This is an optimization exercise on Yosys and OpenROAD, whose aim is small area, a short achievable clock period and few clock cycles per item, not a production implementation. At most, simulation tests tie the RTL to the original design; equivalence was not proved. For run 2, only the layout was checked, not whether the RTL still works. Power and IR drop assume default switching activity.

==> flow/design.v, too long to show whole: its modules and the start of the top module <==
// module mac_fa: 10 lines
// module mac_aoi21: 3 lines
// module mac_oai21: 3 lines
// module mac_nand2: 3 lines
// module mac_nor2: 3 lines
// module mac_ha: 9 lines
// module wallace_mac: 1972 lines
module wallace_mac (
    input  wire        clk,
    input  wire        arst_n,
    input  wire        req,
    output logic       ack,
    input  wire [15:0] a,
    input  wire [15:0] b,
    input  wire [31:0] acc,
    input  wire        cin,
    output logic [32:0] result
);
  // ...
==> flow/flow/run.sh <==
#!/bin/bash
# The standard layout (the standard.sh: ORFS synthesis and place and route,
# unchanged), except that the port buffers that global placement inserts on
# every input and output use a plain buffer cell rather than the delay cell
# the resizer would pick by default.
set -euo pipefail
export BUFFER_PORTS_ARGS="-buffer_cell ${PORT_BUFFER:-sky130_fd_sc_hd__buf_1}"
bash standard.sh > standard_flow.log 2>&1
==> flow/standard.sh <==
#!/bin/bash
# synth_recipe.tcl (not shown) runs the flow's synth.tcl, then flattens the netlist and writes it again
# the make line also repeats each setting of config.mk as NAME=value (left out here)
make -C /OpenROAD-flow-scripts/flow DESIGN_CONFIG=/design/flow/config.mk WORK_HOME=/design/flow/orfs CLKGATE_MAP_FILE= SYNTH_SCRIPT=/design/flow/synth_recipe.tcl "${@:-finish}"
==> flow/config.mk <==
export PLATFORM = sky130hd
export DESIGN_NAME = wallace_mac
export DESIGN_NICKNAME = wallace_mac
export VERILOG_FILES = /design/flow/design.v
export SDC_FILE = /design/flow/constraint.sdc
export NUM_CORES = 4
export LEC_CHECK = 0
export CAP_MARGIN = 20
export CORE_MARGIN = 2
export CORE_UTILIZATION = 40
export CTS_BUF_LIST = sky130_fd_sc_hd__clkbuf_8
export SETUP_SLACK_MARGIN = 2.0
export SLEW_MARGIN = 20
export SYNTH_HIERARCHICAL = 1
export SYNTH_MINIMUM_KEEP_SIZE = 0
==> flow/constraint.sdc <==
create_clock -name core_clock -period 6.0 [get_ports {clk}]
set_input_delay 1.2000 -clock core_clock [delete_from_list [all_inputs] [get_ports {clk}]]
set_output_delay 1.2000 -clock core_clock [all_outputs]
set_load 0.01 [all_outputs]
==> impl_metrics.yaml, run 1 <==
synth:
  netlist_instances: 923
  async_reset_ff_share_pct: 1.316
  synthMuxAreaShare_pct: 0
  synth_most_common_cell: "nand2_1"
  synth_top_area_share_pct: 48.28
  synth_edf_count: 0
  synth.cell_area_um2: 9993
  seq_area_frac_synth_pct: 15.27
  synth_cell_types: 16
  synth_compound_area_share_pct: 5.722
final_layout:
  finalInstanceArea_um2: 10830
  final-seq-area_um2: 1530
  finalNetCount: 1338
  buffers: 146
  diodes: 1
  clkbuf_count: 9
  layout_commonest_cell: "nand2_1"
  multi_input_cells: 702
clocking:
  cts_root_buf: "clkbuf_8"
  cts_setup_buffers: 7
  clk_pin_slew_ps: 80
  cts.sinks: 76
  hold_buffers: 0
grt:
  antenna_found_initial: 2
  grt_use_met1_pct: 26.20
  grt_max_degree: 17
  use_met3_pct: 4.826
sta:
  fin_crit_ps: 4026
  rsz0062_at_grt: "yes"
  relSlewSlack_pct: 64.11
pwr:
  power.switching_mw: 3.215
  power.group.top: "combinational cells"
  p_clk_mw: 0.421
  clockPowerShare_pct: 6.4
  peakVddDrop_uv: 346.1
status:
  outcome: "no timing/DRC/antenna violations"
critical_path:
  critPathCapture: "result[27]"
  crit_family: "adder cells"
  cp_cell_sequence: "fa_1 > ha_4 > a21oi_4 > o21ai_2 > a21oi_2 > o21ai_4 > buf_12 > buf_12 > a21oi_4 > xor2_2 > buf_2"
  crit_fanout: 5
place:
  gp_congestion: 0.8667
floorplan:
  core_um2: 24390
routing:
  wl_met1_um: 10110
  routed_wl_um: 23440
  route.met2.wl_um: 11200
Testbench counts, summed over its fixed seeds: cycles 16,000, items 8,000.
==> run 2: changes to the inputs <==
--- a/flow/design.v
+++ b/flow/design.v
@@ -1041,16 +1041,18 @@
     wire i_G4_15;
     wire G5_17;
     wire G5_18;
     wire G5_19;
     wire G5_20;
     wire G5_21;
     wire G5_22;
     wire G5_23;
+    wire G4_15d1;
+    wire i_G4_15d1;
     wire G5_24;
     wire G5_25;
     wire G5_26;
     wire G5_27;
     wire G5_28;
     wire G5_29;
     wire G5_30;
     wire G5_31;
@@ -1981,24 +1983,26 @@
     assign i_G4_15 = ~G4_15;
     mac_oai21 u_G5_17 (.a(P1_17), .b(i_G4_15), .c(G1_17), .y(G5_17));
     mac_oai21 u_G5_18 (.a(P2_18), .b(i_G4_15), .c(G2_18), .y(G5_18));
     mac_aoi21 u_G5_19 (.a(P2_19), .b(G4_15), .c(G2_19), .y(G5_19));
     mac_oai21 u_G5_20 (.a(P3_20), .b(i_G4_15), .c(G3_20), .y(G5_20));
     mac_aoi21 u_G5_21 (.a(P3_21), .b(G4_15), .c(G3_21), .y(G5_21));
     mac_aoi21 u_G5_22 (.a(P3_22), .b(G4_15), .c(G3_22), .y(G5_22));
     mac_oai21 u_G5_23 (.a(P3_23), .b(i_G4_15), .c(G3_23), .y(G5_23));
-    mac_oai21 u_G5_24 (.a(P4_24), .b(i_G4_15), .c(G4_24), .y(G5_24));
-    mac_aoi21 u_G5_25 (.a(P4_25), .b(G4_15), .c(G4_25), .y(G5_25));
-    mac_aoi21 u_G5_26 (.a(P4_26), .b(G4_15), .c(G4_26), .y(G5_26));
-    mac_oai21 u_G5_27 (.a(P4_27), .b(i_G4_15), .c(G4_27), .y(G5_27));
-    mac_aoi21 u_G5_28 (.a(P4_28), .b(G4_15), .c(G4_28), .y(G5_28));
-    mac_oai21 u_G5_29 (.a(P4_29), .b(i_G4_15), .c(G4_29), .y(G5_29));
-    mac_oai21 u_G5_30 (.a(P4_30), .b(i_G4_15), .c(G4_30), .y(G5_30));
-    mac_aoi21 u_G5_31 (.a(P4_31), .b(G4_15), .c(G4_31), .y(G5_31));
+    mac_oai21 u_G4_15d1 (.a(P3_15), .b(G3_7), .c(G3_15), .y(G4_15d1));
+    assign i_G4_15d1 = ~G4_15d1;
+    mac_oai21 u_G5_24 (.a(P4_24), .b(i_G4_15d1), .c(G4_24), .y(G5_24));
+    mac_aoi21 u_G5_25 (.a(P4_25), .b(G4_15d1), .c(G4_25), .y(G5_25));
+    mac_aoi21 u_G5_26 (.a(P4_26), .b(G4_15d1), .c(G4_26), .y(G5_26));
+    mac_oai21 u_G5_27 (.a(P4_27), .b(i_G4_15d1), .c(G4_27), .y(G5_27));
+    mac_aoi21 u_G5_28 (.a(P4_28), .b(G4_15d1), .c(G4_28), .y(G5_28));
+    mac_oai21 u_G5_29 (.a(P4_29), .b(i_G4_15d1), .c(G4_29), .y(G5_29));
+    mac_oai21 u_G5_30 (.a(P4_30), .b(i_G4_15d1), .c(G4_30), .y(G5_30));
+    mac_aoi21 u_G5_31 (.a(P4_31), .b(G4_15d1), .c(G4_31), .y(G5_31));
     assign s_7 = ~(r_p0_7 ^ r_G3_6);
     assign s_8 = r_p0_8 ^ G3_7;
     assign s_9 = r_p0_9 ^ G4_8;
     assign s_10 = ~(r_p0_10 ^ G4_9);
     assign s_11 = ~(p0_11 ^ G4_10);
     assign s_12 = p0_12 ^ G4_11;
     assign s_13 = ~(p0_13 ^ G4_12);
     assign s_14 = p0_14 ^ G4_13;
==> flow/flow/run.sh (replaced) <==
#!/bin/bash
# The standard layout (the standard.sh: ORFS synthesis and place and route,
# unchanged), except that the port buffers that global placement inserts on
# every input and output use a plain buffer cell rather than the delay cell
# the resizer would pick by default.
set -euo pipefail
export BUFFER_PORTS_ARGS="-buffer_cell ${PORT_BUFFER:-sky130_fd_sc_hd__buf_2}"
bash standard.sh > standard_flow.log 2>&1
==> run 2 against run 1 <==
Critical path depth did not move. Via count fell by 0.91%. Die area hardly changed. Synthesized cell count rose by 0.22%. Clock power is 7.4% lower. Final area shrank 1.1%. Routed wire length decreased by 1.9%. Core utilization shrank 0.59 points. First-iteration DRC count down 4.2%.
==> impl_metrics.yaml, run 2 <==
flow_run:
  maxCapViolCount: 0
sta:
  fin_crit_ps: 4016
  drv_slew: 0
  fin_ws_ps: 1984
  period_share_pct: 66.94
  hold_viol: 0
  relSlewSlack_pct: 58.80
  rsz0062_at_grt: "yes"
  fin_tns_setup_ps: 0
  fmaxAchievable_mhz: 249.0
  worst_pin_slew_ps: 618.0
  setup_violations: 0
grt:
  top_usage_layer: "met2"
  met2_usage_pct: 30.33
  grt_pass1_vias: 7044
  globalRouteTotalUtil_pct: 18.68
  grt_use_met1_pct: 25.39
  grt_max_degree: 17
  grt_overflow: 0
  antenna_found_initial: 2
  use_met3_pct: 4.750
  grt_first_pass_wirelength_um: 37340
pwr:
  cellPowerDensity_nw_per_um2: 642.4
  leakage_nw: 4.148
  peakVddDrop_uv: 528.7
critical_path:
  cp_data_arrival_time_ps: 2820
  cp-start-kind: "flop"
  crit_required_ps: 4800
  cp-end-kind: "primary output"
  crit_fanout: 4
  criticalPathCategory: "reg -> out"
clocking:
  clk_pin_slew_ps: 90
  clock_path_buffers: 2
  h-tree-depth: 3
  cts_tree: "yes"
  numCtsBuffers: 9
  cts.sinks: 76
  cts_root_buf: "clkbuf_8"
synth:
  synth_edf_count: 0
  synth_area_leaders: "fa_1 48%, dfxtp_1 15%, nand2_1 10%"
  yosysTopAreaCell: "fa_1"
  synth_top_area_share_pct: 48.24
  yosysWarnings: 7
  synth_most_common_cell: "nand2_1"
  synth_cell_types: 16
  synth_seq_cells: 76
  netlist_instances: 925
  synth_ff_type: "dfxtp_1"
  syn-mean-instance-area_um2: 10.81
  seq_area_frac_synth_pct: 15.26
  async_reset_ff_share_pct: 1.316
  synth.cell_area_um2: 10000
  ys_top_cells_by_count: "272 x nand2_1, 241 x fa_1, 75 x dfxtp_1, 63 x inv_1, 62 x buf_6"
place:
  port_buffers: 101
  dp_hpwl_um: 18300
  dp_slack_ps: 1393
  place_inst: 1268
  gp_congestion: 0.8323
routing:
  drt.antenna.violating_nets: 0
  num_vias: 6350
  wire_per_inst_um: 17.71
  drt_iter0_drc: 339
  routed_wl_um: 23000
  dr.pass1.iters: 5
  detail_route.vias_per_cell: 4.888
  route.detailed.drc: 0
floorplan:
  die-area_um2: 26290
  std_cell_rows: 57
  core_um2: 24460
  die_w_um: 162.1
  boundaryPins: 102
  start_util_pct: 40.89
  die_h_um: 162.1
final_layout:
  final_cell_mix: "265 x nand2_1, 237 x fa_1, 78 x buf_2"
  final_layout_size_suffix_gt1_share_pct: 24.44
  syn2layout_area_growth_pct: 7.156
  finalNetCount: 1310
  instances_no_fill: 1299
  fillers: 2347
  layout_commonest_cell: "nand2_1"
status:
  outcome: "no timing/DRC/antenna violations"
min_path:
  hold_path.class: "in -> async"
-- run 2: cell count changes after synthesis --
cell	before	now
inv_1	62	63
o21ai_1	32	33
-- run 2: final cells by class --
type                            instances  area [um2]  area share [%]
Multi-Input combinational cell        703        7619           71.08
Sequential cell                        76        1529           14.27
Timing Repair Buffer                  116       729.5           6.806
Tap cell                              324       405.4           3.782
Inverter                               63       244.0           2.276
Clock buffer                            9       123.9           1.156
Clock inverter                          7       65.06          0.6070
Antenna cell                            1       2.502         0.02335
-- run 2: how the worst max path moves through the flow --
stage          startpoint    endpoint  slack, ps  cells after the start
2_1_floorplan        a[1]     r_p0_10       1900                      9
4_1_cts          r_fs_145  result[26]       1960                     11
6_report         r_fs_141  result[27]       1980                     11
5_1_grt          r_fs_141  result[27]       1870                     11
3_3_place_gp         b[8]      r_G1_9       1450                      9
3_5_place_dp         b[8]      r_G1_9       1390                      9
-- run 2: stage by stage --
stage          area, um2  power (mW)  hold slack, ps  utilization [%]
2_1_floorplan      10090       4.700           904.4                -
3_3_place_gp       10030       5.327           974.5            40.99
3_5_place_dp       10030       5.400           977.0            40.99
4_1_cts            10470       6.486           543.1            42.79
5_1_grt            10720       7.567           547.4            43.80
6_report           10720       6.885           569.8            43.81
-- run 2: Yosys stat by module (local to each module, per instance) --
module | copies in the design | area, um2
mac_nor2 | 17 | 3.754
mac_oai21 | 33 | 5.005
mac_aoi21 | 47 | 8.758
mac_nand2 | 32 | 3.754
mac_fa | 241 | 20.02
wallace_mac | 1 | 4417
-- run 2: kinds of logic (layout without fill, tap and decap cells) --
| kind of cell | after synthesis | in the layout | synth area share (%) |
|---|---|---|---|
| buffers and inverters | 160 | 195 | 12.22 |
| flip-flops | 76 | 76 | 15.26 |
| AO/OA/AOI/OAI | 80 | 80 | 5.767 |
| XOR/XNOR | 30 | 30 | 2.627 |
| adder cells (fa/ha/maj) | 273 | 273 | 52.24 |
| other | 1 | 16 | 0.03749 |
| AND/OR/NAND/NOR | 305 | 305 | 11.85 |
-- run 2: per-layer routing --
layer / wire [um] / vias up
met1: 9623 / 3295
li1: - / 2817
met5: 11 / -
met3: 1803 / 18
met4: 260 / 2
met2: 11300 / 218
-- run 2: critical path, cell delays in order, from the launching register on --
cell	delay (ps)
dfxtp_2	330
fa_1	580
ha_4	230
a21oi_4	150
o21ai_2	70
a21oi_2	180
o21ai_4	100
buf_12	160
buf_8	120
a21oi_2	120
xor2_1	220
buf_2	170
-- run 2: repair_timing --
action                     in CTS  in global routing
setup endpoints to repair      18                 32
hold buffers                    0                  0
pin swaps                      17                 17
buffers inserted                7                  7
gates resized for setup        43                 46
-- run 2: report_power, final --
part	switching, mW	internal (mW)
registers	0.121	0.784
logic	3.02	2.57
clock network	0.229	0.161

re-timing with driven ports:
Ports are ideal in the flow. The routed layouts listed here were re-timed in OpenROAD. Step 1, drivers: a clkbuf_16 drives clk and a buf_2 each remaining input, both assumed. Step 2 adds t to the input delays and takes it off the output delays; t is the mean of the earliest and latest rising clock arrival at the registers after step 1. Input paths then give back, and output paths get back, about the clock's delay inside the block. Three values: no drivers, after step 1, after step 2; two values: the first two.
run	t, ns	setup slack, ns	hold WS [ns]	worst setup path after step 2
run 1	0.428	1.974 / 1.930 / 1.646	0.566 / 0.547 / 0.975	input to register
run 2	0.427	1.984 / 1.939 / 1.639	0.570 / 0.546 / 0.973	input to register
After both steps setup and hold are still met in every run listed. The setup slack of run 2, which loses most, moves by -0.045 ns with the drivers and by -0.345 ns with both steps.
